What follows belongs to an exercise in optimizing a design on an open flow for small area, a short achievable clock period and few clock cycles per item; a production flow would make more cautious choices. Function was checked by simulation only, so behaviour that the tests miss may differ from the original.

== run 1 ==
## mdct_resonator_bank
module mdct_resonator_bank #(
    parameter int DW   = 32,
    parameter int CW   = 16,
    parameter int FRAC = 14,
    parameter int NCH  = 4,
    parameter int SAT  = 1,
    parameter int LW   = 16,
    localparam int CHW = (NCH > 1) ? $clog2(NCH) : 1
) (
    input  logic              clk_in,
    input  logic              rst_sys,
    input  logic              start,
    input  logic              abort,
    input  logic [LW-1:0]     frame_len,
    input  logic [NCH*CW-1:0] coef,
    input  logic [DW-1:0]     init_s1,
    input  logic [DW-1:0]     init_s2,
    input  logic              s_valid,
    output logic              s_ready,
    input  logic [DW-1:0]     s_data,
    output logic              m_valid,
    input  logic              m_ready,
    output logic [DW-1:0]     m_data,
    output logic [CHW-1:0]    m_chan,
    output logic              m_last,
    output logic              busy,
    output logic              done
);
    localparam logic [2:0] S_IDLE  = 3'd0;
    localparam logic [2:0] S_P0F   = 3'd1;
  ...
Settings: LEC_CHECK=0, ABC_CLOCK_PERIOD_IN_PS=4000, CAP_MARGIN=20, CORE_MARGIN=2, CORE_UTILIZATION=40, SLEW_MARGIN=20; clock period 13.0 ns.
standard.sh (not shown) runs the stock make flow with config.mk's settings and CLKGATE_MAP_FILE= SYNTH_SCRIPT=/design/flow/synth_recipe.tcl, a recipe that flattens the netlist after the stock synthesis.
==> flow/flow/run.sh <==
#!/bin/bash
set -euo pipefail
MARGIN=$(cat flow/margin.txt)
bash standard.sh SETUP_SLACK_MARGIN=$MARGIN finish > standard.log 2>&1
==> flow/flow/margin.txt <==
9.0
Testbench counts of run 1, summed over its fixed seeds: cycles 9,552, samples 4,452.
[inputs] run 2 vs run 1
==> flow/flow/margin.txt <==
8.3
Results
Run 2 vs run 1, uppermost layer routed: met4 vs met5. Run 2 against run 1: number of hold-slack violations in the final timing report closely matched the old numbers, highest attainable clock frequency decreased by 21 MHz relative to the old numbers. [run 2 vs run 1] fraction of the cycle the final worst path needs: higher in run 2.

## the previous run
Another version of the RTL of mdct_resonator_bank (not shown whole).
Size: ~4,000 cells after synthesis.
Settings: LEC_CHECK=0, CAP_MARGIN=20, CORE_MARGIN=2, CORE_UTILIZATION=70, CTS_BUF_LIST=sky130_fd_sc_hd__clkbuf_8 sky130_fd_sc_hd__clkbuf_16, CTS_CLUSTER_DIAMETER=80, CTS_CLUSTER_SIZE=20, SLEW_MARGIN=20, TNS_END_PERCENT=50; clock period 13.0 ns.
==> flow/flow/run.sh <==
#!/bin/bash
# Own layout flow: the standard flow (standard.sh) with two changes.
# 1. After the standard synthesis (unchanged), fapol.py removes the inverters
#    that adder extraction left between full-adder cells, by choosing which
#    full adders compute on complemented signals (a full adder is self-dual).
#    Registers and ports are untouched; the logic function is the same.
# 2. repair_timing is asked for a larger setup margin, so that the layout is
#    timed tighter than the 13 ns constraint demands, and the ports get plain
#    buffers. The SDC is not changed.
set -euo pipefail
source flow/params.sh
R=$PWD/orfs/results/sky130hd/mdct_resonator_bank/base
bash standard.sh synth > synth.log 2>&1
cp $R/1_2_yosys.v $R/1_2_yosys.std.v
python3 flow/fapol.py $R/1_2_yosys.std.v $R/1_2_yosys.fapol.v > fapol.log 2>&1
cp $R/1_2_yosys.fapol.v $R/1_2_yosys.v
rm -f $R/1_synth.odb $R/1_synth.sdc
bash standard.sh SETUP_SLACK_MARGIN=$MARGIN "BUFFER_PORTS_ARGS=-buffer_cell $PORTBUF" finish > standard.log 2>&1
==> flow/flow/params.sh <==
MARGIN=9.3
PORTBUF=sky130_fd_sc_hd__buf_1
Other scripts of this flow, unchanged in this note and not shown: flow/flow/fapol.py
Testbench counts of the previous run, summed over its fixed seeds: cycles 9,680, samples 4,452.
For the current run, these inputs were changed with respect to the previous run:
- a deleted TNS_END_PERCENT that had been 50
==> flow/flow/params.sh <==
MARGIN=9.1
PORTBUF=sky130_fd_sc_hd__buf_1
In the current run relative to the previous run, via count had gone down slightly.
Taking the previous run as the reference, in the current run minimum hold slack now sits lower; wire length now sits lower; clock sink count now sits at about the same level.
The current run ended with every stage complete and zero timing, DRC or antenna violations.
Relative to the previous run, amount of wire on met3 after detailed routing has decreased by about 10% in the current run.
Of the current run and the previous run, the run reporting the lower transition at the pin with the smallest max-transition slack was the previous run.
Pin count of the biggest net entering global routing was higher in the previous run than in the current run.
Global-route wire length before repair: the current run better than the previous run

## afterwards: timing with drivers on the ports
In the flow no input, the clock included, has a driving cell. The finished layouts below were timed again as built, in two steps. Step 1 sets driving cells, clkbuf_16 on the clock port and buf_2 on the other inputs (assumed; they add their load-dependent delay and slew). Step 2 moves the port delays by t, midway between the first and last clock arrival at a register: inputs arrive t later, outputs are due t later. That takes back most of the time a late clock gives input paths. a / b / c = ideal / step 1 / step 2; a / b = the first two.
run	t (ns)	slack for setup (ns)	hold slack, ns	worst register clock-pin slew, ns	pins driven straight from the clock port
run 1	0.724	8.854 / 8.854 / 8.289	0.509 / 0.509 / 0.509	0.07 / 0.07	1
run 2	0.728	8.463 / 8.392 / 7.803	0.512 / 0.512 / 0.512	0.07 / 0.07	1
the previous run	0.655	8.988 / 9.011 / 8.356	0.579 / 0.579 / 0.579	0.09 / 0.09	1
the current run	0.645	9.009 / 9.008 / 8.364	0.545 / 0.545 / 0.545	0.09 / 0.09	1
After both steps every run listed still meets setup and hold. The setup slack of run 2, which loses most, moves by -0.071 ns with the drivers and by -0.660 ns with both steps.
